Background: an optimization exercise with open tools, aiming at small area and a short achievable clock period. Do not read the settings as production practice.
At most, simulation tests tie the RTL to the original design; equivalence was not proved.
Only the layout flow was run in runs 1 and 2; the RTL was not checked for function there.
No driver is modelled on the clock port, so clocking that relies on it looks cheaper here than on a real chip.
Power is estimated from default activity; no workload was simulated.

[design/flow/config.mk]
export PLATFORM = sky130hd
export DESIGN_NAME = aixh_mxc_upper_hchain
export DESIGN_NICKNAME = aixh_mxc_upper_hchain
export VERILOG_FILES = /design/flow/design.v
export SDC_FILE = /design/flow/constraint.sdc
export NUM_CORES = 4
export LEC_CHECK = 0
export CAP_MARGIN = 20
export CORE_MARGIN = 2
export CORE_UTILIZATION = 40
export SLEW_MARGIN = 20
[design/flow/constraint.sdc]
create_clock -name core_clock -period 5.5 [get_ports {aixh_core_clk2x}]
set_input_delay 1.1000 -clock core_clock [delete_from_list [all_inputs] [get_ports {aixh_core_clk2x}]]
set_output_delay 1.1000 -clock core_clock [all_outputs]
set_load 0.01 [all_outputs]
[design/flow/design.v]
package aixh_mxc_upper_hchain_pkg;
    localparam int HCHAIN_TID_MAX_W = 8;
    typedef logic [HCHAIN_TID_MAX_W-1:0] hchain_tid_t;
    localparam logic [255:0] HCHAIN_DEFAULT_REPEATER_MASK = '0;
    function automatic int hchain_fifo_aw(input int depth);
        hchain_fifo_aw = (depth > 1) ? $clog2(depth) : 1;
    endfunction
    function automatic hchain_tid_t hchain_next_tid(input hchain_tid_t tid, input int ntile);
        hchain_next_tid = (int'(tid) >= ntile - 1) ? '0 : tid + hchain_tid_t'(1);
    endfunction
endpackage
module aixh_mxc_upper_bwd_fifo
#(
    parameter int DEPTH  = 4,
    parameter int DWIDTH = 64
) (
    input  logic              clk,
    input  logic              rst_n,
    input  logic              push,
    input  logic [DWIDTH-1:0] wdat,
    input  logic              pop,
    output logic [DWIDTH-1:0] rdat,
    output logic              nempty,
    output logic              ovf
);
    localparam int AW = aixh_mxc_upper_hchain_pkg::hchain_fifo_aw(DEPTH);
    logic [DWIDTH-1:0] mem [DEPTH];
    logic [AW-1:0]     wptr;
    logic [AW-1:0]     rptr;
    logic [AW:0]       count;
    logic              full;
    logic              do_push;
    assign full    = (count == (AW+1)'(DEPTH));
    assign nempty  = (count != '0);
    assign do_push = push & (~full | pop);
    assign ovf     = push & full & ~pop;
    assign rdat    = mem[rptr];
    always_ff @(posedge clk or negedge rst_n) begin
        if (!rst_n) begin
            wptr  <= '0;
            rptr  <= '0;
            count <= '0;
        end else begin
            if (do_push) wptr <= wptr + AW'(1);
            if (pop)     rptr <= rptr + AW'(1);
            case ({do_push, pop})
                2'b10:   count <= count + (AW+1)'(1);
                2'b01:   count <= count - (AW+1)'(1);
                default: count <= count;
            endcase
        end
    end
    for (genvar k = 0; k < DEPTH; k++) begin : g_ent
        always_ff @(posedge clk) begin
            if (do_push && wptr == AW'(k)) mem[k] <= wdat;
        end
    end
endmodule
module aixh_mxc_upper_hchain
#(
    parameter int               NTILE         = 8,
    parameter int               CWIDTH        = 32,
    parameter int               DWIDTH        = 64,
    parameter int               FIFO_DEPTH    = 4,
    parameter logic [NTILE-1:0] REPEATER_MASK = 8'b10101010
) (
    input  logic                      aixh_core_clk2x,
    input  logic                      aixh_core_rstn,
    input  logic                      i_fwd_vld,
    input  logic [CWIDTH-1:0]         i_fwd_cmd,
    output logic [NTILE-1:0]          o_tile_cmd_vld,
    output logic [NTILE*CWIDTH-1:0]   o_tile_cmd,
    input  logic [NTILE-1:0]          i_tile_bwd_vld,
    input  logic [NTILE*DWIDTH-1:0]   i_tile_bwd_dat,
    output logic                      o_bwd_vld,
    output logic [DWIDTH-1:0]         o_bwd_dat,
    output logic [$clog2(NTILE)-1:0]  o_bwd_tid,
    input  logic                      i_bwd_rdy,
    output logic [NTILE-1:0]          o_ovf,
    input  logic                      i_ovf_clr
);
    localparam int TIDW = $clog2(NTILE);
    logic              tile_vld [NTILE];
    logic [CWIDTH-1:0] tile_cmd [NTILE];
    for (genvar x = 0; x < NTILE; x++) begin : g_fwd
        logic              prev_vld;
        logic [CWIDTH-1:0] prev_cmd;
        if (x == 0) begin : g_src
            assign prev_vld = i_fwd_vld;
            assign prev_cmd = i_fwd_cmd;
        end else begin : g_chain
            assign prev_vld = tile_vld[x-1];
            assign prev_cmd = tile_cmd[x-1];
        end
        if (REPEATER_MASK[x]) begin : g_hop
            logic              hop_vld;
            logic [CWIDTH-1:0] hop_cmd;
            always_ff @(posedge aixh_core_clk2x or negedge aixh_core_rstn) begin
                if (!aixh_core_rstn) hop_vld <= 1'b0;
                else                 hop_vld <= prev_vld;
            end
            always_ff @(posedge aixh_core_clk2x) begin
                hop_cmd <= prev_cmd;
            end
            assign tile_vld[x] = hop_vld;
            assign tile_cmd[x] = hop_cmd;
        end else begin : g_thru
            assign tile_vld[x] = prev_vld;
            assign tile_cmd[x] = prev_cmd;
        end
        assign o_tile_cmd_vld[x]                = tile_vld[x];
        assign o_tile_cmd[x*CWIDTH +: CWIDTH]   = tile_cmd[x];
    end
    logic [DWIDTH-1:0] fifo_rdat [NTILE];
    logic [NTILE-1:0]  fifo_ne;
    logic [NTILE-1:0]  fifo_ovf;
    logic [NTILE-1:0]  fifo_pop;
    logic [NTILE-1:0]  grant;        
    logic              grant_vld;
    logic              load_en;
    for (genvar x = 0; x < NTILE; x++) begin : g_bwd
        assign fifo_pop[x] = load_en & grant[x];
        aixh_mxc_upper_bwd_fifo #(
            .DEPTH  (FIFO_DEPTH),
            .DWIDTH (DWIDTH)
        ) u_fifo (
            .clk    (aixh_core_clk2x),
            .rst_n  (aixh_core_rstn),
            .push   (i_tile_bwd_vld[x]),
            .wdat   (i_tile_bwd_dat[x*DWIDTH +: DWIDTH]),
            .pop    (fifo_pop[x]),
            .rdat   (fifo_rdat[x]),
            .nempty (fifo_ne[x]),
            .ovf    (fifo_ovf[x])
        );
    end
    logic              out_vld;
    logic [DWIDTH-1:0] out_dat;
    logic [TIDW-1:0]   out_tid;
    logic [TIDW-1:0]   ptr;
    logic [NTILE-1:0]  ovf_q;
    logic [DWIDTH-1:0] sel_dat;
    logic [TIDW-1:0]   sel_tid;
    logic [TIDW-1:0]   nxt_ptr;
    assign load_en   = ~out_vld | i_bwd_rdy;
    assign grant_vld = |fifo_ne;
    always_comb begin
        for (int t = 0; t < NTILE; t++) begin
            logic hit;
            hit = 1'b0;
            for (int p = 0; p < NTILE; p++) begin
                logic clear;
                clear = 1'b1;
                for (int j = 0; j < NTILE; j++) begin
                    if (((j - p + NTILE) % NTILE) < ((t - p + NTILE) % NTILE))
                        clear = clear & ~fifo_ne[j];
                end
                hit = hit | ((ptr == TIDW'(p)) & clear);
            end
            grant[t] = fifo_ne[t] & hit;
        end
    end
    always_comb begin
        sel_dat = '0;
        sel_tid = '0;
        nxt_ptr = '0;
        for (int t = 0; t < NTILE; t++) begin
            sel_dat = sel_dat | ({DWIDTH{grant[t]}} & fifo_rdat[t]);
            sel_tid = sel_tid | ({TIDW{grant[t]}} & TIDW'(t));
            nxt_ptr = nxt_ptr | ({TIDW{grant[t]}} & TIDW'((t + 1) % NTILE));
        end
    end
    always_ff @(posedge aixh_core_clk2x or negedge aixh_core_rstn) begin
        if (!aixh_core_rstn) begin
            out_vld <= 1'b0;
            ptr     <= '0;
        end else if (load_en) begin
            out_vld <= grant_vld;
            if (grant_vld) ptr <= nxt_ptr;
        end
    end
    always_ff @(posedge aixh_core_clk2x) begin
        if (load_en) begin
            out_dat <= sel_dat;
            out_tid <= sel_tid;
        end
    end
    always_ff @(posedge aixh_core_clk2x or negedge aixh_core_rstn) begin
        if (!aixh_core_rstn) ovf_q <= '0;
        else                 ovf_q <= (ovf_q & ~{NTILE{i_ovf_clr}}) | fifo_ovf;
    end
    assign o_bwd_vld = out_vld;
    assign o_bwd_dat = out_dat;
    assign o_bwd_tid = out_tid;
    assign o_ovf     = ovf_q;
endmodule
[design/flow/run.sh]
#!/bin/bash
# synth_recipe.tcl (not shown) runs the flow's synth.tcl, then flattens the netlist and writes it again
# the make line also repeats each setting of config.mk as NAME=value (left out here)
make -C /OpenROAD-flow-scripts/flow DESIGN_CONFIG=/design/flow/config.mk WORK_HOME=/design/flow/orfs CLKGATE_MAP_FILE= SYNTH_SCRIPT=/design/flow/synth_recipe.tcl finish
==> summary.md, run 1 <==
| Metric | Value |
|---|---|
| Status | `no timing/DRC/antenna violations` |
| TritonCTS Buffers | `234` |
| Register bit total from synthesis | `~2300` |
| Top cells by area in the synthesized netlist | `edfxtp_1 (74%), a222oi_1 (6.0%), dfxtp_1 (3.0%), dfrtp_1 (2.1%), o21ai_0 (1.6%)` |
| Top_reg_cell synth | `edfxtp_1` |
| Residual DRC | `0` |
| Post-synth top area share | `74.0%` |
| Final setup fails | `0` |
| Power Density | `558 nW/um^2` |
| Cells after Synth | `around 5100` |
| Synthesized cell area | `85900 sq um` |
| Hold wc startpoint | `g_fwd[1].g_hop.hop_cmd[20]` |
| Synth Area per Inst | `16.9 sq um` |
| First-pass GRT wire length | `367000 um` |
| TritonRoute pass-1 iters | `10` |
| Count leader, synth | `edfxtp_1` |
| RSZ-0062 raised after global routing | `no` |
| Cell accounting for the most synthesized area | `edfxtp_1` |
| Row cnt | `170` |
| Crit path max fanout | `21` |
| Gr usage total | `23.7%` |
| Fin nets | `6479` |
| Clock slew seen by the registers of the worst setup and hold paths | `60 ps` |
| Nature of the critical path startpoint | `register` |
| Placer congestion estimate | `around 0.90` |
| Sequential share of the synthesized area | `79.1%` |
| Reg2reg end | `g_bwd[4].u_fifo.count[2]` |
| CTS-repair resized insts | `0` |
| Yosys cell types | `62` |
| CTS tree | `yes` |
| Post-route cell area | `105000 sq um` |
| GRT overflow | `0` |
| Share of cells above drive strength 1 | `under 10%` |
| H-tree Lvls | `4` |
| Setup bufs post-CTS | `0` |
| WHS Endpoint | `g_fwd[3].g_hop.hop_cmd[20]` |
| Initial DRC count | `7760` |
| Clock skew | `roughly 40 ps` |
| Clk buf depth | `3` |
| Max_cap viols | `0` |
| Worst Max-Slew Pin Slew | `1100 ps` |
| Antenna violations before repair | `approximately 150` |
| Vias in the first global route | `a little under 50000` |
| Worst hold path type | `register to register` |
| Final TNS setup | `0 ps` |
| Max Fclk | `228 MHz` |
| R2R setup slack | `between 1000 and 1500 ps` |
| Crit Path Class | `register to register` |
| Synthesis-to-layout area growth | `22.6%` |
| Post-synth EDFFs | `between 2000 and 2500` |
| Hold Fails Final Rpt | `0` |
| Clock latency (worst-skew pair) | `890 ps` |
| Total clock sinks | `2315` |
| Die Y | `467 um` |
| Synth warn | `8` |
| Root Driver | `clkbuf_16` |
| Leakage power | `34.5 nW` |
| Core Region | `about 210000 sq um` |
| DPL Wire Length | `187000 um` |
| R2r worst-path depth | `13` |
| CP arrival | `5190 ps` |
| Initial Util | `40.1%` |
| ANT nets after route | `0` |
| Wire per inst | `29.9 um` |
| Final worst slack | `1110 ps` |
| Syn nets | `between 5000 and 6000` |
| Ports | `897` |
| Worst setup EP type | `register` |
| WP data required | `6300 ps` |
| Number of port buffers | `896` |
| Area after DPL | `97500 sq um` |
| Largest net degree at the start of global routing | `roughly 130` |
| Die ar. | `roughly 220000 sq um` |
| Fin crit share | `79.9%` |
| Post-Place Setup Slack | `around 1200 ps` |
| Post-route minimum period | `4390 ps` |
| Fill cells | `17759` |
| Final Max Slew Viols | `0` |
| Die X | `467 um` |
| Worst R2R Start | `ptr[0]` |
| Routed vias/inst | `5.72` |
| Hold depth | `0` |
| Most frequent cells after synthesis | `edfxtp_1 (2115), a222oi_1 (512), nand2_1 (285)` |
| Total Wirelength | `267000 um` |
| Synth async-reset ratio | `under 10%` |
| Max-slew headroom | `26.4%` |
| VDD IR-drop max | `0.000368 V` |
| Via count | `51077` |
[how the worst max path moves through the flow]
stage                     cells after the start  slack, ps                          to  startpoint
final                                        13       1110    g_bwd[4].u_fifo.count[2]      ptr[0]
after global routing                         13        880    g_bwd[4].u_fifo.count[2]      ptr[0]
after CTS                                    13       1240    g_bwd[4].u_fifo.count[2]      ptr[0]
after detailed placement                      8       1240  g_bwd[6].u_fifo.mem[3][32]   i_bwd_rdy
after global placement                       13       1210    g_bwd[4].u_fifo.count[2]      ptr[0]
after floorplan                               5        730   g_bwd[3].u_fifo.mem[0][0]   i_bwd_rdy
[placed cells by master (no fill, tap or decap), types with 73 or more instances in the layout]
master / count
edfxtp_1: 2115
clkdlybuf4s50_1: 895
a222oi_1: 512
nand2_1: 284
o21ai_0: 280
clkbuf_16: 234
nor2_1: 217
inv_1: 141
a21oi_1: 133
a221oi_1: 129
dfxtp_1: 128
nand3_1: 77
buf_4: 73
[area by class of cell]
cell class | count | area [sq um] | area share [%]
repair buffers | 999 | 10100 | 9.61
clock inverters | 137 | 1410 | 1.34
multi-input cells | 2149 | 15400 | 14.6
flip-flops and latches | 2315 | 67900 | 64.5
diodes | 51 | 128 | 0.121
inverters | 143 | 541 | 0.514
well taps | 2838 | 3550 | 3.37
clock buffers | 302 | 6210 | 5.91
[critical path: stages (launching register included)]
cell and delay (ps):
dfrtp_1 640, nor4b_1 330, a211oi_2 350, nor2_1 100, a221oi_1 800, o2111ai_1 520, and2_1 390, inv_1 120
ha_1 200, inv_1 70, fa_1 370, xor2_1 160, nor2_1 110, xor2_1 150
[per-stage QoR]
stage | hold slack, ps | cells | total power (W) | utilization, %
2_1_floorplan | 376 | 5090 | 0.0349 | -
3_3_place_gp | 353 | 8443 | 0.0431 | 45.6
3_5_place_dp | 357 | 8443 | 0.0432 | 45.6
4_1_cts | 367 | 8883 | 0.0589 | 49.1
5_1_grt | 362 | 8910 | 0.0612 | 49.2
6_report | 355 | 8934 | 0.0587 | 49.2
[where the power goes]
| group | internal [W] | switching, W |
|---|---|---|
| Clock | 0.00898 | 0.00679 |
| Combinational | 0.00564 | 0.0123 |
| Sequential | 0.0235 | 0.00150 |
| Total | 0.0381 | 0.0206 |
[per-layer routing]
metal	up-vias	routed length [um]	track usage [%]
met5	-	892	0
met4	150	12900	11.7
met3	551	27200	7.54
met2	2508	118000	34.5
met1	25584	108000	31.9
li1	22284	-	-
[timing repair]
item,4_1_cts,5_1_grt
endpoints found under the setup margin,0,0
hold buffers,1,0
endpoints found under the hold margin,6,0
[state kept, by name, indices dropped and copies added (netlist names)]
signal               cells
g_bwd.u_fifo.mem      2048
g_fwd.g_hop.hop_cmd    128
out_dat                 64
g_bwd.u_fifo.count      24
g_bwd.u_fifo.rptr       16
g_bwd.u_fifo.wptr       16
ovf_q                    8
g_fwd.g_hop.hop_vld      4
out_tid                  3
ptr                      3
out_vld                  1
[kinds of logic after synthesis]
kind of cell / Yosys count / synth area share, %
xor gates and xnor gates: 40 / 0.408
buffers and inverters: 626 / 3.39
DFF: 2315 / 79.1
AOI/OAI and AO/OA: 1287 / 11.7
and+or+nand+nor: 668 / 3.34
muxes: 74 / 0.877
adders and majority gates: 80 / 1.24
==> run 2: changes to the inputs <==
--- a/design/flow/design.v
+++ b/design/flow/design.v
@@ -19,35 +19,44 @@
     input  logic              push,
     input  logic [DWIDTH-1:0] wdat,
     input  logic              pop,
+    input  logic              sel,
     output logic [DWIDTH-1:0] rdat,
-    output logic              nempty,
+    output logic              ne_nxt,
     output logic              ovf
 );
     localparam int AW = aixh_mxc_upper_hchain_pkg::hchain_fifo_aw(DEPTH);
     logic [DWIDTH-1:0] mem [DEPTH];
     logic [AW-1:0]     wptr;
     logic [AW-1:0]     rptr;
-    logic [AW:0]       count;
+    logic [DEPTH-1:0]  occ;
+    logic [DEPTH-1:0]  occ_nxt;
     logic              full;
     logic              do_push;
-    assign full    = (count == (AW+1)'(DEPTH));
-    assign nempty  = (count != '0);
+    assign full    = occ[DEPTH-1];
     assign do_push = push & (~full | pop);
     assign ovf     = push & full & ~pop;
-    assign rdat    = mem[rptr];
+    always_comb begin
+        rdat = '0;
+        for (int k = 0; k < DEPTH; k++)
+            rdat = rdat | ({DWIDTH{sel && rptr == AW'(k)}} & mem[k]);
+    end
+    always_comb begin
+        case ({do_push, pop})
+            2'b10:   occ_nxt = {occ[DEPTH-2:0], 1'b1};
+            2'b01:   occ_nxt = {1'b0, occ[DEPTH-1:1]};
+            default: occ_nxt = occ;
+        endcase
+    end
+    assign ne_nxt = occ_nxt[0];
     always_ff @(posedge clk or negedge rst_n) begin
         if (!rst_n) begin
-            wptr  <= '0;
-            rptr  <= '0;
-            count <= '0;
+            wptr <= '0;
+            rptr <= '0;
+            occ  <= '0;
         end else begin
             if (do_push) wptr <= wptr + AW'(1);
             if (pop)     rptr <= rptr + AW'(1);
-            case ({do_push, pop})
-                2'b10:   count <= count + (AW+1)'(1);
-                2'b01:   count <= count - (AW+1)'(1);
-                default: count <= count;
-            endcase
+            occ <= occ_nxt;
         end
     end
     for (genvar k = 0; k < DEPTH; k++) begin : g_ent
@@ -112,7 +121,7 @@
         assign o_tile_cmd[x*CWIDTH +: CWIDTH]   = tile_cmd[x];
     end
     logic [DWIDTH-1:0] fifo_rdat [NTILE];
-    logic [NTILE-1:0]  fifo_ne;
+    logic [NTILE-1:0]  fifo_ne_nxt;
     logic [NTILE-1:0]  fifo_ovf;
     logic [NTILE-1:0]  fifo_pop;
     logic [NTILE-1:0]  grant;        
@@ -129,21 +138,24 @@
             .push   (i_tile_bwd_vld[x]),
             .wdat   (i_tile_bwd_dat[x*DWIDTH +: DWIDTH]),
             .pop    (fifo_pop[x]),
+            .sel    (grant[x]),
             .rdat   (fifo_rdat[x]),
-            .nempty (fifo_ne[x]),
+            .ne_nxt (fifo_ne_nxt[x]),
             .ovf    (fifo_ovf[x])
         );
     end
     logic              out_vld;
     logic [DWIDTH-1:0] out_dat;
     logic [TIDW-1:0]   out_tid;
-    logic [TIDW-1:0]   ptr;
+    logic [NTILE-1:0]  ptr;          
+    logic [NTILE-1:0]  ptr_nxt;
+    logic [NTILE-1:0]  grant_nxt;
     logic [NTILE-1:0]  ovf_q;
     logic [DWIDTH-1:0] sel_dat;
     logic [TIDW-1:0]   sel_tid;
-    logic [TIDW-1:0]   nxt_ptr;
     assign load_en   = ~out_vld | i_bwd_rdy;
-    assign grant_vld = |fifo_ne;
+    assign grant_vld = |grant;
+    assign ptr_nxt   = (load_en & grant_vld) ? {grant[NTILE-2:0], grant[NTILE-1]} : ptr;
     always_comb begin
         for (int t = 0; t < NTILE; t++) begin
             logic hit;
@@ -153,30 +165,30 @@
                 clear = 1'b1;
                 for (int j = 0; j < NTILE; j++) begin
                     if (((j - p + NTILE) % NTILE) < ((t - p + NTILE) % NTILE))
-                        clear = clear & ~fifo_ne[j];
+                        clear = clear & ~fifo_ne_nxt[j];
                 end
-                hit = hit | ((ptr == TIDW'(p)) & clear);
+                hit = hit | (ptr_nxt[p] & clear);
             end
-            grant[t] = fifo_ne[t] & hit;
+            grant_nxt[t] = fifo_ne_nxt[t] & hit;
         end
     end
     always_comb begin
         sel_dat = '0;
         sel_tid = '0;
-        nxt_ptr = '0;
         for (int t = 0; t < NTILE; t++) begin
-            sel_dat = sel_dat | ({DWIDTH{grant[t]}} & fifo_rdat[t]);
+            sel_dat = sel_dat | fifo_rdat[t];
             sel_tid = sel_tid | ({TIDW{grant[t]}} & TIDW'(t));
-            nxt_ptr = nxt_ptr | ({TIDW{grant[t]}} & TIDW'((t + 1) % NTILE));
         end
     end
     always_ff @(posedge aixh_core_clk2x or negedge aixh_core_rstn) begin
         if (!aixh_core_rstn) begin
             out_vld <= 1'b0;
-            ptr     <= '0;
-        end else if (load_en) begin
-            out_vld <= grant_vld;
-            if (grant_vld) ptr <= nxt_ptr;
+            ptr     <= NTILE'(1);
+            grant   <= '0;
+        end else begin
+            if (load_en) out_vld <= grant_vld;
+            ptr   <= ptr_nxt;
+            grant <= grant_nxt;
         end
     end
     always_ff @(posedge aixh_core_clk2x) begin
--- a/design/flow/config.mk
+++ b/design/flow/config.mk
@@ -7,5 +7,7 @@
 export LEC_CHECK = 0
 export CAP_MARGIN = 20
 export CORE_MARGIN = 2
-export CORE_UTILIZATION = 40
+export CORE_UTILIZATION = 60
+export CTS_BUF_LIST = sky130_fd_sc_hd__clkbuf_4 sky130_fd_sc_hd__clkbuf_8
+export SETUP_SLACK_MARGIN = 2.9
 export SLEW_MARGIN = 20
==> summary.md, run 2 <==
| Metric | Value |
|---|---|
| Top cells by area in the synthesized netlist | `edfxtp_1 (75%), a22oi_1 (4.1%), dfxtp_1 (3.0%), dfrtp_1 (2.7%), a22o_1 (2.6%)` |
| Final setup fails | `0 (unchanged)` |
| Final Max Slew Viols | `0 (unchanged)` |
| Row cnt | `137 (-19%)` |
| Compound-gate portion of the synthesized area | `11.9% (+0.23 points)` |
| H-tree Lvls | `5 (+1)` |
| Max Fclk | `333 MHz (+46%)` |
| Ports | `897 (unchanged)` |
| Leakage power | `38.4 nW (+11%)` |
| Via count | `63877 (+25%)` |
| Crit Path Class | `register to register` |
| Cell accounting for the most synthesized area | `edfxtp_1` |
| Gr usage total | `54.1% (+30 points)` |
| Post-route minimum period | `3000 ps (-1390 ps)` |
| Placer congestion estimate | `0.918 (+2.2%)` |
| Post-synthesis simple-gate area fraction | `2.59% (-0.75 points)` |
| Status | `no timing/DRC/antenna violations` |
| Initial Util | `60.4% (+20 points)` |
| Initial DRC count | `16295 (+110%)` |
| Synth Area in Adders | `1.19% (-0.047 points)` |
| First-pass GRT wire length | `502000 um (+37%)` |
| RSZ-0062 raised after global routing | `yes` |
| Core Region | `139000 sq um (-35%)` |
| Die X | `379 um (-19%)` |
| Largest family of logic cells by synthesized area | `compound AO/OA/AOI/OAI gates` |
| Clock slew seen by the registers of the worst setup and hold paths | `60 ps (about the same)` |
| Post-synth EDFFs | `2115 (unchanged)` |
| Yosys cell types | `65 (+4.8%)` |
| Biggest register | `g_bwd.u_fifo.mem` |
| Synth Area per Inst | `18.4 sq um (+9.0%)` |
| Fin crit share | `54.6% (-25 points)` |
| Number of port buffers | `896 (unchanged)` |
| Die Y | `379 um (-19%)` |
| TritonRoute pass-1 iters | `13 (+3)` |
| Sequential share of the synthesized area | `81.3% (+2.2 points)` |
| Mux contribution to synthesized area | `0.0253% (-0.85 points)` |
| Routed vias/inst | `7.71 (+35%)` |
| Max_cap viols | `0 (unchanged)` |
| CP arrival | `3760 ps (-1430 ps)` |
| Total Wirelength | `403000 um (+51%)` |
| Cells after Synth | `4579 (-10%)` |
| Worst Max-Slew Pin Slew | `1210 ps (+107 ps)` |
| WP data required | `6260 ps (-40 ps)` |
| Clock latency (worst-skew pair) | `1090 ps (+200 ps)` |
| Top_reg_cell synth | `edfxtp_1` |
| Residual DRC | `0 (unchanged)` |
| Fin nets | `6726 (+3.8%)` |
| Most frequent cells in the layout | `edfxtp_1 (2115), clkdlybuf4s50_1 (521), a22oi_1 (441)` |
| Synth async-reset ratio | `3.98% (+0.87 points)` |
| Largest registers | `g_bwd.u_fifo.mem: 2048 flops, g_fwd.g_hop.hop_cmd: 128 flops, out_dat: 64 flops` |
| ANT nets after route | `0 (unchanged)` |
| Most frequent cells after synthesis | `edfxtp_1 (2115), a22oi_1 (460), a22o_1 (246)` |
| VDD IR-drop max | `0.000428 V (+16%)` |
| DPL Wire Length | `214000 um (+15%)` |
| Largest net degree at the start of global routing | `59 (-54%)` |
| Register bit total from synthesis | `2336 (+0.91%)` |
| Wire per inst | `48.6 um (+63%)` |
| Synth warn | `8 (unchanged)` |
| Share of cells above drive strength 1 | `32.0% (+23 points)` |
| TritonCTS Buffers | `368 (+57%)` |
| Commonest non-fill, non-tap cell in the layout | `edfxtp_1` |
| Power Density | `534 nW/um^2 (-4.3%)` |
| Post-synth top area share | `75.4% (+1.5 points)` |
| Max-slew headroom | `19.3% (-7.1 points)` |
| Root Driver | `clkbuf_8` |
| Synthesis-to-layout area growth | `30.7%` |
| CTS tree | `yes` |
| Final TNS setup | `0 ps (unchanged)` |
| Cts hold-fix bufs | `0 (-1)` |
| Vias in the first global route | `57463 (+18%)` |
| Synthesized cell area | `84200 sq um (-2.0%)` |
| Clock skew | `71.8 ps (+32.9 ps)` |
| GRT overflow | `0 (unchanged)` |
| Clk buf depth | `4 (+1)` |
| Worst hold path type | `primary input to asynchronous set/reset pin` |
| Synth Area in XOR/XNOR | `0.166% (-0.24 points)` |
| Die ar. | `143000 sq um (-34%)` |
| Hold Fails Final Rpt | `0 (unchanged)` |
| Power, Total | `0.0587 W (about the same)` |
| Max FFs per register | `2048 (unchanged)` |
| Antenna violations before repair | `71 (-54%)` |
| Crit path max fanout | `19 (-9.5%)` |
| Worst setup EP type | `register` |
| Total clock sinks | `2336 (+0.91%)` |
| Count leader, synth | `edfxtp_1` |
| Syn nets | `5216 (-8.9%)` |
| Nature of the critical path startpoint | `register` |
==> run 2: cell types whose count changed after synthesis, moves of 62 or more <==
cell	change
a222oi_1	-404
a22oi_1	+395
a22o_1	+243
o21ai_0	-193
nand2_1	-190
nor2_1	-188
clkbuf_1	-106
a21oi_1	-82
nand4_1	+74
inv_1	-73
mux2i_1	-63
a211oi_1	-62
==> run 2: cell families after synthesis <==
family                   count (synthesis)
flip-flops                            2336
AO/OA/AOI/OAI                         1276
adder cells (fa/ha/maj)                 80
multiplexers                             2
XOR/XNOR                                16
buffers and inverters                  467
AND/OR/NAND/NOR                        402
==> run 2: worst max-delay path: stages (launching register included) <==
cell      delay, ps
dfrtp_2         450
ha_4            260
and2_4          240
buf_8           230
a221oi_1        350
nand4_1         520
or4_1           630
==> run 2: repair_timing <==
item                                   in CTS  in global routing
endpoints found under the hold margin       0                  0
cloned                                     62                 15
pin swaps                                 110                185
setup buffers                             230                182
gates resized for setup                  2103                357
setup endpoints to repair                1791               1085
==> run 2: area by class of cell <==
cell class	count	area [sq um]
Multi-Input combinational cell	1831	16000
Inverter	74	320
Timing Repair Buffer	1477	15600
Clock inverter	128	676
Antenna cell	57	143
Sequential cell	2336	68700
Clock buffer	503	6180
Fill cell	7629	29300
Tap cell	1876	2350
Timing Repair inverter	1	8.76
==> run 2: final timing paths <==
| check | start | end | slack [ps] | depth (start not counted) |
|---|---|---|---|---|
| min in group core_clock | i_fwd_cmd[1] | g_fwd[1].g_hop.hop_cmd[1] | 220 | 1 |
| worst min-delay path | aixh_core_rstn | g_fwd[7].g_hop.hop_vld | 160 | 1 |
| worst max register to register | g_bwd[4].u_fifo.rptr[0] | out_dat[40] | 2500 | 6 |
| max in group asynchronous | aixh_core_rstn | g_bwd[1].u_fifo.rptr[0] | 4250 | 2 |
| worst max-delay path | g_bwd[4].u_fifo.rptr[0] | out_dat[40] | 2500 | 6 |
| worst min register to register | g_fwd[3].g_hop.hop_cmd[8] | g_fwd[5].g_hop.hop_cmd[8] | 370 | 0 |
==> run 2: metrics by stage <==
step	util, %	instance area [sq um]	cells	setup WS [ps]	hold slack [ps]
global route	78.9	110000	8250	2570	213
CTS	76.3	106000	8028	2510	159
floorplan	-	84500	4579	2180	376
detailed placement	68.4	95400	7105	1360	357
global placement	68.4	95400	7105	1410	355
finish	79.0	110000	8283	2500	160
==> run 2: routing by layer <==
metal  vias to the layer above  GRT usage (%)  share of wire (%)
li1                      22129              -                  -
met3                      2477           29.7                 20
met4                        73           41.9                 11
met2                      8632           73.5                 40
met5                         -           3.53               0.32
met1                     30566           63.5                 29
==> run 2: power breakdown <==
group / switching (W) / internal [W]
logic: 0.0135 / 0.00615
registers: 0.00130 / 0.0234
clock network: 0.00684 / 0.00747
total: 0.0217 / 0.0371
==> run 3: changes to the inputs <==
--- a/design/flow/design.v
+++ b/design/flow/design.v
@@ -18,27 +18,53 @@
     input  logic              rst_n,
     input  logic              push,
     input  logic [DWIDTH-1:0] wdat,
-    input  logic              pop,
-    input  logic              sel,
+    input  logic              load,
+    input  logic              gnt,
+    input  logic              gnt_load,
+    input  logic              gnt_hold,
     output logic [DWIDTH-1:0] rdat,
-    output logic              ne_nxt,
+    output logic              ne_pop,
+    output logic              ne_hold,
     output logic              ovf
 );
-    localparam int AW = aixh_mxc_upper_hchain_pkg::hchain_fifo_aw(DEPTH);
     logic [DWIDTH-1:0] mem [DEPTH];
-    logic [AW-1:0]     wptr;
-    logic [AW-1:0]     rptr;
+    function automatic logic [1:0] jc(input int k);
+        case (k)
+            0:       jc = 2'b00;
+            1:       jc = 2'b01;
+            2:       jc = 2'b11;
+            default: jc = 2'b10;
+        endcase
+    endfunction
+    logic [1:0]        wptr;
+    logic [1:0]        rptr;
     logic [DEPTH-1:0]  occ;
     logic [DEPTH-1:0]  occ_nxt;
     logic              full;
+    logic              pop;
     logic              do_push;
+    logic              room;
+    logic [1:0]        rptr_load;
+    logic [DEPTH-1:0]  rsel;         
+    logic [DEPTH-1:0]  rsel_nxt;
     assign full    = occ[DEPTH-1];
-    assign do_push = push & (~full | pop);
-    assign ovf     = push & full & ~pop;
+    assign pop     = load & gnt;
+    assign room    = load ? (~full | gnt) : ~full;
+    assign do_push = push & room;
+    assign ovf     = push & ~room;
     always_comb begin
         rdat = '0;
         for (int k = 0; k < DEPTH; k++)
-            rdat = rdat | ({DWIDTH{sel && rptr == AW'(k)}} & mem[k]);
+            rdat = rdat | ({DWIDTH{rsel[k]}} & mem[k]);
+    end
+    assign rptr_load = gnt ? {rptr[0], ~rptr[1]} : rptr;
+    always_comb begin
+        for (int k = 0; k < DEPTH; k++)
+            rsel_nxt[k] = load ? (gnt_load & (rptr_load == jc(k)))
+                               : (gnt_hold & (rptr == jc(k)));
+    end
+    always_ff @(posedge clk) begin
+        rsel <= rsel_nxt;
     end
     always_comb begin
         case ({do_push, pop})
@@ -47,21 +73,22 @@
             default: occ_nxt = occ;
         endcase
     end
-    assign ne_nxt = occ_nxt[0];
+    assign ne_pop  = push | occ[1];
+    assign ne_hold = push | occ[0];
     always_ff @(posedge clk or negedge rst_n) begin
         if (!rst_n) begin
             wptr <= '0;
             rptr <= '0;
             occ  <= '0;
         end else begin
-            if (do_push) wptr <= wptr + AW'(1);
-            if (pop)     rptr <= rptr + AW'(1);
+            if (do_push) wptr <= {wptr[0], ~wptr[1]};
+            if (pop)     rptr <= {rptr[0], ~rptr[1]};
             occ <= occ_nxt;
         end
     end
     for (genvar k = 0; k < DEPTH; k++) begin : g_ent
         always_ff @(posedge clk) begin
-            if (do_push && wptr == AW'(k)) mem[k] <= wdat;
+            if (room && wptr == jc(k)) mem[k] <= wdat;
         end
     end
 endmodule
@@ -121,14 +148,18 @@
         assign o_tile_cmd[x*CWIDTH +: CWIDTH]   = tile_cmd[x];
     end
     logic [DWIDTH-1:0] fifo_rdat [NTILE];
-    logic [NTILE-1:0]  fifo_ne_nxt;
+    logic [NTILE-1:0]  fifo_ne_pop;
+    logic [NTILE-1:0]  fifo_ne_hold;
     logic [NTILE-1:0]  fifo_ovf;
-    logic [NTILE-1:0]  fifo_pop;
     logic [NTILE-1:0]  grant;        
     logic              grant_vld;
     logic              load_en;
+    logic [NTILE-1:0] ne_if_load;
+    logic [NTILE-1:0] ne_if_hold;
+    logic [NTILE-1:0] ptr_if_load;
+    logic [NTILE-1:0] grant_if_load;
+    logic [NTILE-1:0] grant_if_hold;
     for (genvar x = 0; x < NTILE; x++) begin : g_bwd
-        assign fifo_pop[x] = load_en & grant[x];
         aixh_mxc_upper_bwd_fifo #(
             .DEPTH  (FIFO_DEPTH),
             .DWIDTH (DWIDTH)
@@ -137,10 +168,13 @@
             .rst_n  (aixh_core_rstn),
             .push   (i_tile_bwd_vld[x]),
             .wdat   (i_tile_bwd_dat[x*DWIDTH +: DWIDTH]),
-            .pop    (fifo_pop[x]),
-            .sel    (grant[x]),
+            .load    (load_en),
+            .gnt     (grant[x]),
+            .gnt_load(grant_if_load[x]),
+            .gnt_hold(grant_if_hold[x]),
             .rdat   (fifo_rdat[x]),
-            .ne_nxt (fifo_ne_nxt[x]),
+            .ne_pop (fifo_ne_pop[x]),
+            .ne_hold(fifo_ne_hold[x]),
             .ovf    (fifo_ovf[x])
         );
     end
@@ -156,22 +190,29 @@
     assign load_en   = ~out_vld | i_bwd_rdy;
     assign grant_vld = |grant;
     assign ptr_nxt   = (load_en & grant_vld) ? {grant[NTILE-2:0], grant[NTILE-1]} : ptr;
-    always_comb begin
+    function automatic logic [NTILE-1:0] rr_pick(input logic [NTILE-1:0] ne,
+                                                 input logic [NTILE-1:0] p);
         for (int t = 0; t < NTILE; t++) begin
             logic hit;
             hit = 1'b0;
-            for (int p = 0; p < NTILE; p++) begin
+            for (int q = 0; q < NTILE; q++) begin
                 logic clear;
                 clear = 1'b1;
                 for (int j = 0; j < NTILE; j++) begin
-                    if (((j - p + NTILE) % NTILE) < ((t - p + NTILE) % NTILE))
-                        clear = clear & ~fifo_ne_nxt[j];
+                    if (((j - q + NTILE) % NTILE) < ((t - q + NTILE) % NTILE))
+                        clear = clear & ~ne[j];
                 end
-                hit = hit | (ptr_nxt[p] & clear);
+                hit = hit | (p[q] & clear);
             end
-            grant_nxt[t] = fifo_ne_nxt[t] & hit;
-        end
-    end
+            rr_pick[t] = ne[t] & hit;
+        end
+    endfunction
+    assign ne_if_load    = (fifo_ne_pop & grant) | (fifo_ne_hold & ~grant);
+    assign ne_if_hold    = fifo_ne_hold;
+    assign ptr_if_load   = grant_vld ? {grant[NTILE-2:0], grant[NTILE-1]} : ptr;
+    assign grant_if_load = rr_pick(ne_if_load, ptr_if_load);
+    assign grant_if_hold = rr_pick(ne_if_hold, ptr);
+    assign grant_nxt     = load_en ? grant_if_load : grant_if_hold;
     always_comb begin
         sel_dat = '0;
         sel_tid = '0;
==> design/flow/flow/run.sh (new file) <==
#!/bin/bash
# Standard ORFS layout, except that the port buffers buffer_ports inserts are
# plain sky130_fd_sc_hd__buf_1 cells instead of the resizer's default pick
# (a slow clkdlybuf4s50 delay cell). Every port still gets its own buffer;
# timing repair may upsize it later as usual.
set -euo pipefail
export BUFFER_PORTS_ARGS="-buffer_cell sky130_fd_sc_hd__buf_1"
bash standard.sh finish > flow.log 2>&1
==> design/flow/standard.sh (new file) <==
#!/bin/bash
# synth_recipe.tcl (not shown) runs the flow's synth.tcl, then flattens the netlist and writes it again
# the make line also repeats each setting of config.mk as NAME=value (left out here)
make -C /OpenROAD-flow-scripts/flow DESIGN_CONFIG=/design/flow/config.mk WORK_HOME=/design/flow/orfs CLKGATE_MAP_FILE= SYNTH_SCRIPT=/design/flow/synth_recipe.tcl "${@:-finish}"
--- a/design/flow/config.mk
+++ b/design/flow/config.mk
@@ -7,7 +7,8 @@
 export LEC_CHECK = 0
 export CAP_MARGIN = 20
 export CORE_MARGIN = 2
-export CORE_UTILIZATION = 60
-export CTS_BUF_LIST = sky130_fd_sc_hd__clkbuf_4 sky130_fd_sc_hd__clkbuf_8
+export CORE_UTILIZATION = 40
+export CTS_CLUSTER_DIAMETER = 100
+export CTS_CLUSTER_SIZE = 20
 export SETUP_SLACK_MARGIN = 2.9
 export SLEW_MARGIN = 20
removed: design/flow/run.sh
==> summary.md, run 3 <==
| Metric | Value |
|---|---|
| Max Fclk | `355 MHz (+6.7%)` |
| Register bit total from synthesis | `2368 (+1.4%)` |
| TritonRoute pass-1 iters | `8 (-5)` |
| Largest net degree at the start of global routing | `65 (+10%)` |
| Initial DRC count | `10458 (-36%)` |
| GRT met3 Usage | `9.58% (-20 points)` |
| ANT nets after route | `0 (unchanged)` |
| First-pass GRT wire length | `475000 um (-5.4%)` |
| Post-Place Setup Slack | `1100 ps (-263 ps)` |
| Leakage power | `31.0 nW (-19%)` |
| Area after DPL | `90400 sq um (-5.2%)` |
| Reg area | `69200 sq um (+0.78%)` |
| Core Region | `209000 sq um (+50%)` |
| Synth warn | `8 (unchanged)` |
| Syn nets | `5214 (-0.038%)` |
| Power Density | `584 nW/um^2 (+9.4%)` |
| Biggest register | `g_bwd.u_fifo.mem` |
| Worst R2R Start | `g_bwd[3].u_fifo.rsel[2]` |
| Die X | `463 um (+22%)` |
| Post-route cell area | `97000 sq um (-12%)` |
| Ports | `897 (unchanged)` |
| CP arrival | `1720 ps (-2040 ps)` |
| Final core occ | `46.3% (-33 points)` |
| Share of cells above drive strength 1 | `10.7% (-21 points)` |
| Placer congestion estimate | `0.858 (-6.5%)` |
| RSZ-0062 raised after global routing | `yes` |
| Total clock sinks | `2368 (+1.4%)` |
| VDD IR-drop max | `0.000477 V (+11%)` |
| Top cells by area in the synthesized netlist | `edfxtp_1 (75%), a22oi_1 (6.9%), dfxtp_1 (3.8%), dfrtp_1 (2.7%), a221oi_1 (1.3%)` |
| Wire per inst | `43.4 um (-11%)` |
| Clk buf depth | `3 (-1)` |
| Cell accounting for the most synthesized area | `edfxtp_1` |
| Levels on crit path | `1 (-5)` |
| Largest registers | `g_bwd.u_fifo.mem: 2048 flops, g_fwd.g_hop.hop_cmd: 128 flops, out_dat: 64 flops` |
| Fill cells | `18046 (+140%)` |
| Post-synth top area share | `75.4% (about the same)` |
| Post-synth EDFFs | `2115 (unchanged)` |
| Top_reg_cell synth | `edfxtp_1` |
| GRT overflow | `0 (unchanged)` |
| Status | `no timing/DRC/antenna violations` |
| Worst Max-Slew Pin Slew | `1120 ps (-93.4 ps)` |
| R2R setup slack | `2840 ps (+340 ps)` |
| R2r worst-path depth | `5 (-1)` |
| Worst setup EP type | `output port` |
| TritonCTS Buffers | `143 (-61%)` |
| Crit-path cells | `buf_1` |
| Max-slew headroom | `25.6% (+6.2 points)` |
| Worst path top cell family by delay | `flip-flops` |
| DPL Wire Length | `209000 um (-2.0%)` |
| Area of the multi-input gates | `13800 sq um (-14%)` |
| Post-route minimum period | `2820 ps (-187 ps)` |
| Synth async-reset ratio | `3.93% (-0.054 points)` |
| CP bufs+invs | `1 (unchanged)` |
| Gr usage total | `33.0% (-21 points)` |
| Hold Fails Final Rpt | `0 (unchanged)` |
| Routed vias/inst | `6.60 (-14%)` |
| Final Max Slew Viols | `0 (unchanged)` |
| Die ar. | `214000 sq um (+49%)` |
| Sequential share of the synthesized area | `82.0% (+0.73 points)` |
| Final worst slack | `2680 ps (+187 ps)` |
| Max_cap viols | `0 (unchanged)` |
| Antenna violations before repair | `119 (+68%)` |
| Yosys cell types | `76 (+17%)` |
| CP startpoint | `out_dat[13]` |
| Crit Path Class | `register to output port` |
| Grt peak-use layer | `met2` |
| Cells after Synth | `4649 (+1.5%)` |
| Total Wirelength | `367000 um (-9.0%)` |
| Most frequent cells in the layout | `edfxtp_1 (2115), buf_1 (866), a22oi_1 (771)` |
| Number of port buffers | `896 (unchanged)` |
| GR met1 Demand/Resource | `41.5% (-22 points)` |
| Reg2reg end | `out_dat[17]` |
| Fin nets | `6082 (-9.6%)` |
| Vias in the first global route | `52192 (-9.2%)` |
| Max incr delay on CP | `640 ps (about the same)` |
| Nature of the critical path startpoint | `register` |
| Final setup fails | `0 (unchanged)` |
| Clock latency (worst-skew pair) | `870 ps (-220 ps)` |
| Met2 usage | `50.7% (-23 points)` |
| Residual DRC | `0 (unchanged)` |
| Synthesis-to-layout area growth | `15.2%` |
| Final TNS setup | `0 ps (unchanged)` |
| Most frequent cells after synthesis | `edfxtp_1 (2115), a22oi_1 (771), clkbuf_1 (165)` |
| CTS tree | `yes` |
| Max FFs per register | `2048 (unchanged)` |
| Cts hold-fix bufs | `0 (unchanged)` |
| Worst hold path type | `primary input to asynchronous set/reset pin` |
| Root Driver | `clkbuf_16` |
| H-tree Lvls | `4 (-1)` |
| Synth Area per Inst | `18.1 sq um (-1.5%)` |
| Highest-delay cell along the critical path | `edfxtp_1` |
| Count leader, synth | `edfxtp_1` |
| Fin crit share | `51.2% (-3.4 points)` |
| Commonest non-fill, non-tap cell in the layout | `edfxtp_1` |
| Initial Util | `40.2% (-20 points)` |
| Row cnt | `168 (+23%)` |
| WP data required | `4400 ps (-1860 ps)` |
| Die Y | `463 um (+22%)` |
| Via count | `55741 (-13%)` |
| Clock slew seen by the registers of the worst setup and hold paths | `90 ps (+30 ps)` |
| Synthesized cell area | `84200 sq um (about the same)` |
| Crit path max fanout | `1 (-18)` |
| Clock skew | `37.8 ps (-34.0 ps)` |
-- run 3: layout make-up --
type / instances / share of cell area (%)
Antenna cell: 70 / 0.181
Sequential cell: 2368 / 71.4
Tap cell: 2805 / 3.62
Multi-Input combinational cell: 1872 / 14.3
Inverter: 43 / 0.179
Clock buffer: 165 / 3.80
Clock inverter: 30 / 0.486
Timing Repair Buffer: 1089 / 6.09
-- run 3: power breakdown --
| part | internal [W] | total [W] | switching (W) |
|---|---|---|---|
| sequential | 0.0262 | 0.0293 | 0.00310 |
| combinational | 0.00424 | 0.0162 | 0.0120 |
| clock | 0.00494 | 0.0111 | 0.00614 |
| total | 0.0354 | 0.0566 | 0.0212 |
-- run 3: how the worst max path moves through the flow --
stage | end
floorplan | g_bwd[2].u_fifo.mem[0][0]
global placement | g_bwd[7].u_fifo.mem[1][47]
detailed placement | g_bwd[7].u_fifo.mem[1][9]
CTS | o_bwd_dat[13]
global route | o_bwd_dat[13]
finish | o_bwd_dat[13]
-- run 3: kinds of logic (layout without fill, tap and decap cells) --
logic type               Yosys count  after routing  synth area share, %
buffers and inverters            426           1327                 2.53
AND/OR/NAND/NOR                  607            624                 3.98
flip-flops                      2368           2368                 82.0
AO/OA/AOI/OAI                   1201           1201                 10.9
XOR/XNOR                           6              6               0.0624
adder cells (fa/ha/maj)            8              8                0.119
other                              0             70                    0
multiplexers                      33             33                0.423
-- run 3: metal layers --
layer  vias up  part of all wire [%]
li1      20812                     -
met3      1045                    14
met5         -                  0.13
met4        82                   6.4
met2      5404                    45
met1     28398                    34
-- run 3: timing repair --
action                      CTS  global route
resized for setup           188            70
pin swaps                    14            16
cloned                       23             4
setup endpoints to repair  1703           676
setup buffers                63            27
-- run 3: stage by stage --
stage	hold WS [ps]	power, W	cells
floorplan	376	0.0347	4649
global placement	348	0.0428	8060
detailed placement	353	0.0430	8060
CTS	298	0.0555	8341
global route	335	0.0576	8420
finish	341	0.0566	8442
==> run 4: changes to the inputs <==
==> design/flow/flow/run.sh (replaced) <==
#!/bin/bash
# Standard ORFS layout with two changes:
# - the port buffers buffer_ports inserts are plain sky130_fd_sc_hd__buf_1
#   cells instead of the resizer's default pick (a slow clkdlybuf4s50 delay
#   cell); every port still gets its own buffer;
# - after CTS, flow/post_cts.tcl runs one more setup repair that may resize
#   cells across footprints, then legalizes the placement.
# Each tool's output goes to a log file of its own in this folder.
set -euo pipefail
export BUFFER_PORTS_ARGS="-buffer_cell sky130_fd_sc_hd__buf_1"
bash standard.sh cts > flow_to_cts.log 2>&1
RESULTS="$PWD/orfs/results/$FLOW_PLATFORM/aixh_mxc_upper_hchain/base" POST_CTS_MARGIN=3.0 \
  openroad -exit -no_init flow/post_cts.tcl > post_cts.log 2>&1
bash standard.sh finish > flow_finish.log 2>&1
==> design/flow/flow/post_cts.tcl (new file) <==
# Extra setup repair between ORFS's CTS and global-route steps.
# Reads the CTS result, repairs setup against a slack margin with resizing
# that may change a cell's footprint (ORFS's own repair keeps footprints),
# legalizes the placement and writes the CTS result back.
set results $::env(RESULTS)
read_db $results/4_cts.odb
read_liberty $::env(FLOW_HOME)/platforms/sky130hd/lib/sky130_fd_sc_hd__tt_025C_1v80.lib
read_sdc $results/4_cts.sdc
source $::env(FLOW_HOME)/platforms/sky130hd/setRC.tcl
# The platform's DONT_USE_CELLS: the probe cells and every lpflow cell.
set_dont_use {sky130_fd_sc_hd__probe_p_8 sky130_fd_sc_hd__probec_p_8 sky130_fd_sc_hd__lpflow_*}
estimate_parasitics -placement
set_propagated_clock [all_clocks]
puts "post_cts: before repair worst setup slack [worst_slack -max]"
repair_timing -setup -setup_margin $::env(POST_CTS_MARGIN) \
  -sequence "sizeup,swap,buffer,clone" -max_passes 100 -verbose
detailed_placement
check_placement -verbose
estimate_parasitics -placement
puts "post_cts: after repair worst setup slack [worst_slack -max]"
write_db $results/4_1_cts.odb
write_db $results/4_cts.odb
--- a/design/flow/config.mk
+++ b/design/flow/config.mk
@@ -7,8 +7,8 @@
 export LEC_CHECK = 0
 export CAP_MARGIN = 20
 export CORE_MARGIN = 2
-export CORE_UTILIZATION = 40
+export CORE_UTILIZATION = 55
 export CTS_CLUSTER_DIAMETER = 100
 export CTS_CLUSTER_SIZE = 20
-export SETUP_SLACK_MARGIN = 2.9
+export SETUP_SLACK_MARGIN = 2.8
 export SLEW_MARGIN = 20
==> summary.md, run 4 <==
| Metric | Value |
|---|---|
| Status | `no timing/DRC/antenna violations` |
| Post-synth top area share | `75.4% (unchanged)` |
| Final setup fails | `0 (unchanged)` |
| Max Fclk | `367 MHz (+3.2%)` |
| Synthesized cell area | `84200 sq um (unchanged)` |
| Placer congestion estimate | `0.888 (+3.5%)` |
| Synth async-reset ratio | `3.93% (unchanged)` |
| Post-Place Setup Slack | `1000 ps (-98.2 ps)` |
| Die ar. | `156000 sq um (-27%)` |
| P_sw | `0.0202 W (-4.6%)` |
| Biggest register | `g_bwd.u_fifo.mem` |
| Max_cap viols | `0 (unchanged)` |
| Post-synth EDFFs | `2115 (unchanged)` |
| Post-route minimum period | `2730 ps (-88.4 ps)` |
| ANT nets after route | `0 (unchanged)` |
| Share of cells above drive strength 1 | `8.89% (-1.8 points)` |
| Power Density | `581 nW/um^2 (-0.56%)` |
| Yosys cell types | `76 (unchanged)` |
| Fin crit share | `49.6% (-1.6 points)` |
| Worst hold path type | `primary input to asynchronous set/reset pin` |
| Cells after Synth | `4649 (unchanged)` |
| Sequential share of the synthesized area | `82.0% (unchanged)` |
| Gr usage total | `42.2% (+9.3 points)` |
| Worst setup EP type | `register` |
| Ports | `897 (unchanged)` |
| Antenna violations before repair | `80 (-33%)` |
| Initial Util | `55.4% (+15 points)` |
| Register bit total from synthesis | `2368 (unchanged)` |
| TritonRoute pass-1 iters | `5 (-3)` |
| Reg2reg end | `g_bwd[3].u_fifo.mem[1][12]` |
| Via count | `55003 (-1.3%)` |
| Vias in the first global route | `51401 (-1.5%)` |
| Core Region | `152000 sq um (-27%)` |
| Clk pwr share | `19.2% (-0.4 points)` |
| VDD IR-drop max | `0.000614 V (+29%)` |
| Final Max Slew Viols | `0 (unchanged)` |
| Nature of the critical path startpoint | `register` |
| CP arrival | `3120 ps (+1400 ps)` |
| Commonest non-fill, non-tap cell in the layout | `edfxtp_1` |
| Cell Int Power | `0.0348 W (-1.7%)` |
| Final TNS setup | `0 ps (unchanged)` |
| Power, Total | `0.0550 W (-2.8%)` |
| Largest registers | `g_bwd.u_fifo.mem: 2048 flops, g_fwd.g_hop.hop_cmd: 128 flops, out_dat: 64 flops` |
| Fin nets | `6031 (-0.84%)` |
| R2r worst-path depth | `5 (unchanged)` |
| Row cnt | `143 (-15%)` |
| Synth Area per Inst | `18.1 sq um (unchanged)` |
| Worst R2R Start | `out_vld` |
| Largest net degree at the start of global routing | `65 (unchanged)` |
| Worst Max-Slew Pin Slew | `1330 ps (+215 ps)` |
| GRT overflow | `0 (unchanged)` |
| Max FFs per register | `2048 (unchanged)` |
| Max-slew headroom | `11.2% (-14 points)` |
| Clock slew seen by the registers of the worst setup and hold paths | `90 ps (about the same)` |
| DPL Wire Length | `189000 um (-9.6%)` |
| Count leader, synth | `edfxtp_1` |
| WP data required | `5900 ps (+1500 ps)` |
| Hold Fails Final Rpt | `0 (unchanged)` |
| Die X | `395 um (-15%)` |
| Synthesis-to-layout area growth | `12.6%` |
| Comb pwr share | `27.3% (-1.3 points)` |
| RSZ-0062 raised after global routing | `no` |
| Total clock sinks | `2368 (unchanged)` |
| R2R setup slack | `2770 ps (-70 ps)` |
| Fill cells | `11111 (-38%)` |
| CP startpoint | `out_vld` |
| Syn nets | `5214 (unchanged)` |
| Clock latency (worst-skew pair) | `800 ps (-70 ps)` |
| Initial DRC count | `10133 (-3.1%)` |
| Wire per inst | `43.9 um (+1.2%)` |
| Sw Ratio | `36.7% (-0.69 points)` |
| Routed vias/inst | `7.22 (+9.3%)` |
| Crit path max fanout | `23 (+22)` |
| Post-route cell area | `94800 sq um (-2.2%)` |
| Clock skew | `30.7 ps (-7.10 ps)` |
| Reg power frac | `53.4% (+1.6 points)` |
| Most frequent cells in the layout | `edfxtp_1 (2115), buf_1 (874), a22oi_1 (771)` |
| Leakage power | `30.4 nW (-1.7%)` |
| Cell accounting for the most synthesized area | `edfxtp_1` |
| Top_reg_cell synth | `edfxtp_1` |
| Synth warn | `8 (unchanged)` |
| Top cells by area in the synthesized netlist | `edfxtp_1 (75%), a22oi_1 (6.9%), dfxtp_1 (3.8%), dfrtp_1 (2.7%), a221oi_1 (1.3%)` |
| CTS tree | `yes` |
| Area after DPL | `89400 sq um (-1.1%)` |
| Number of port buffers | `896 (unchanged)` |
| Crit Path Class | `register to register` |
| Residual DRC | `0 (unchanged)` |
| Die Y | `395 um (-15%)` |
| Total Wirelength | `335000 um (-8.7%)` |
| Most frequent cells after synthesis | `edfxtp_1 (2115), a22oi_1 (771), clkbuf_1 (165)` |
| First-pass GRT wire length | `444000 um (-6.5%)` |
| Final worst slack | `2770 ps (+88.4 ps)` |
## run 4: cell counts after synthesis
Identical to the previous run, type by type.
## run 4: area by class of cell
type / count / area, sq um / share of cell area, %
Clock buffer: 208 / 3800 / 4.01
Inverter: 43 / 169 / 0.178
Clock inverter: 10 / 108 / 0.113
Sequential cell: 2368 / 69200 / 73.0
Multi-Input combinational cell: 1871 / 13700 / 14.4
Tap cell: 2030 / 2540 / 2.68
Timing Repair Buffer: 1046 / 5200 / 5.49
Antenna cell: 42 / 105 / 0.111
## run 4: power groups by stage
stage	Sequential, W	Combinational [W]	Clock (W)
global route	0.0297	0.0151	0.0112
global placement	0.0294	0.0131	0
finish	0.0294	0.0150	0.0106
floorplan	0.0281	0.00659	0
detailed placement	0.0295	0.0132	0
## run 4: metal layers
| layer | track usage, % | share of wire, % |
|---|---|---|
| met5 | 0 | 0.12 |
| met4 | 19.1 | 5.4 |
| met3 | 12.7 | 15 |
| met2 | 63.4 | 45 |
| met1 | 57.4 | 35 |
## run 4: worst max-delay path by stage
stage / endpoint / slack, ps / depth (start not counted)
after floorplan: g_bwd[2].u_fifo.mem[0][0] / 1690 / 6
after global placement: g_bwd[4].u_fifo.mem[2][52] / 1080 / 7
final: g_bwd[3].u_fifo.mem[1][12] / 2770 / 5
after detailed placement: g_bwd[4].u_fifo.mem[2][52] / 1000 / 7
after global routing: g_bwd[4].u_fifo.occ[0] / 2820 / 8
## run 4: cells by family after synthesis
kind of cell / count (synthesis) / synth area share (%)
adder cells (fa/ha/maj): 8 / 0.119
flip-flops: 2368 / 82.0
AO/OA/AOI/OAI: 1201 / 10.9
buffers and inverters: 426 / 2.53
XOR/XNOR: 6 / 0.0624
AND/OR/NAND/NOR: 607 / 3.98
multiplexers: 33 / 0.423
## run 4: worst max-delay path: stages (launching register included)
cell,delay (ps)
dfrtp_1,380
nor2b_4,180
inv_8,200
nand2_8,100
nand2_2,320
and3b_1,1120
## run 4: per-stage QoR
step,util [%],hold slack (ps),cells
after floorplan,-,376,4649
after global placement,58.8,353,7284
after detailed placement,58.8,355,7285
after global routing,62.3,369,7609
final,62.3,336,7618

afterwards: timing with drivers on the ports:
How much do the figures lean on ideal ports? The routed layouts below were timed once more, with nothing changed but the port constraints.
Step 1, drivers: a clkbuf_16 drives aixh_core_clk2x and a buf_2 each remaining input, both assumed.
Step 2 also shifts input and output timing later by t, the mid clock arrival at the registers, as if the neighbouring blocks saw the same clock.
Slacks: ideal ports / drivers / drivers and shift; pairs: ideal ports / drivers.
run | shift t [ns] | setup WS [ns] | worst setup path at the end
run 1 | 0.952 | 1.105 / 1.105 / 1.105 | register to register
run 2 | 1.127 | 2.497 / 2.425 / 1.779 | input to register
run 3 | 0.947 | 2.684 / 2.583 / 2.090 | input to register
run 4 | 0.871 | 2.773 / 2.773 / 1.992 | input to register
After both steps every run listed still meets setup and hold. For run 4, which loses most, drivers alone change the setup slack by 0.000 ns; drivers and shift together by -0.781 ns.
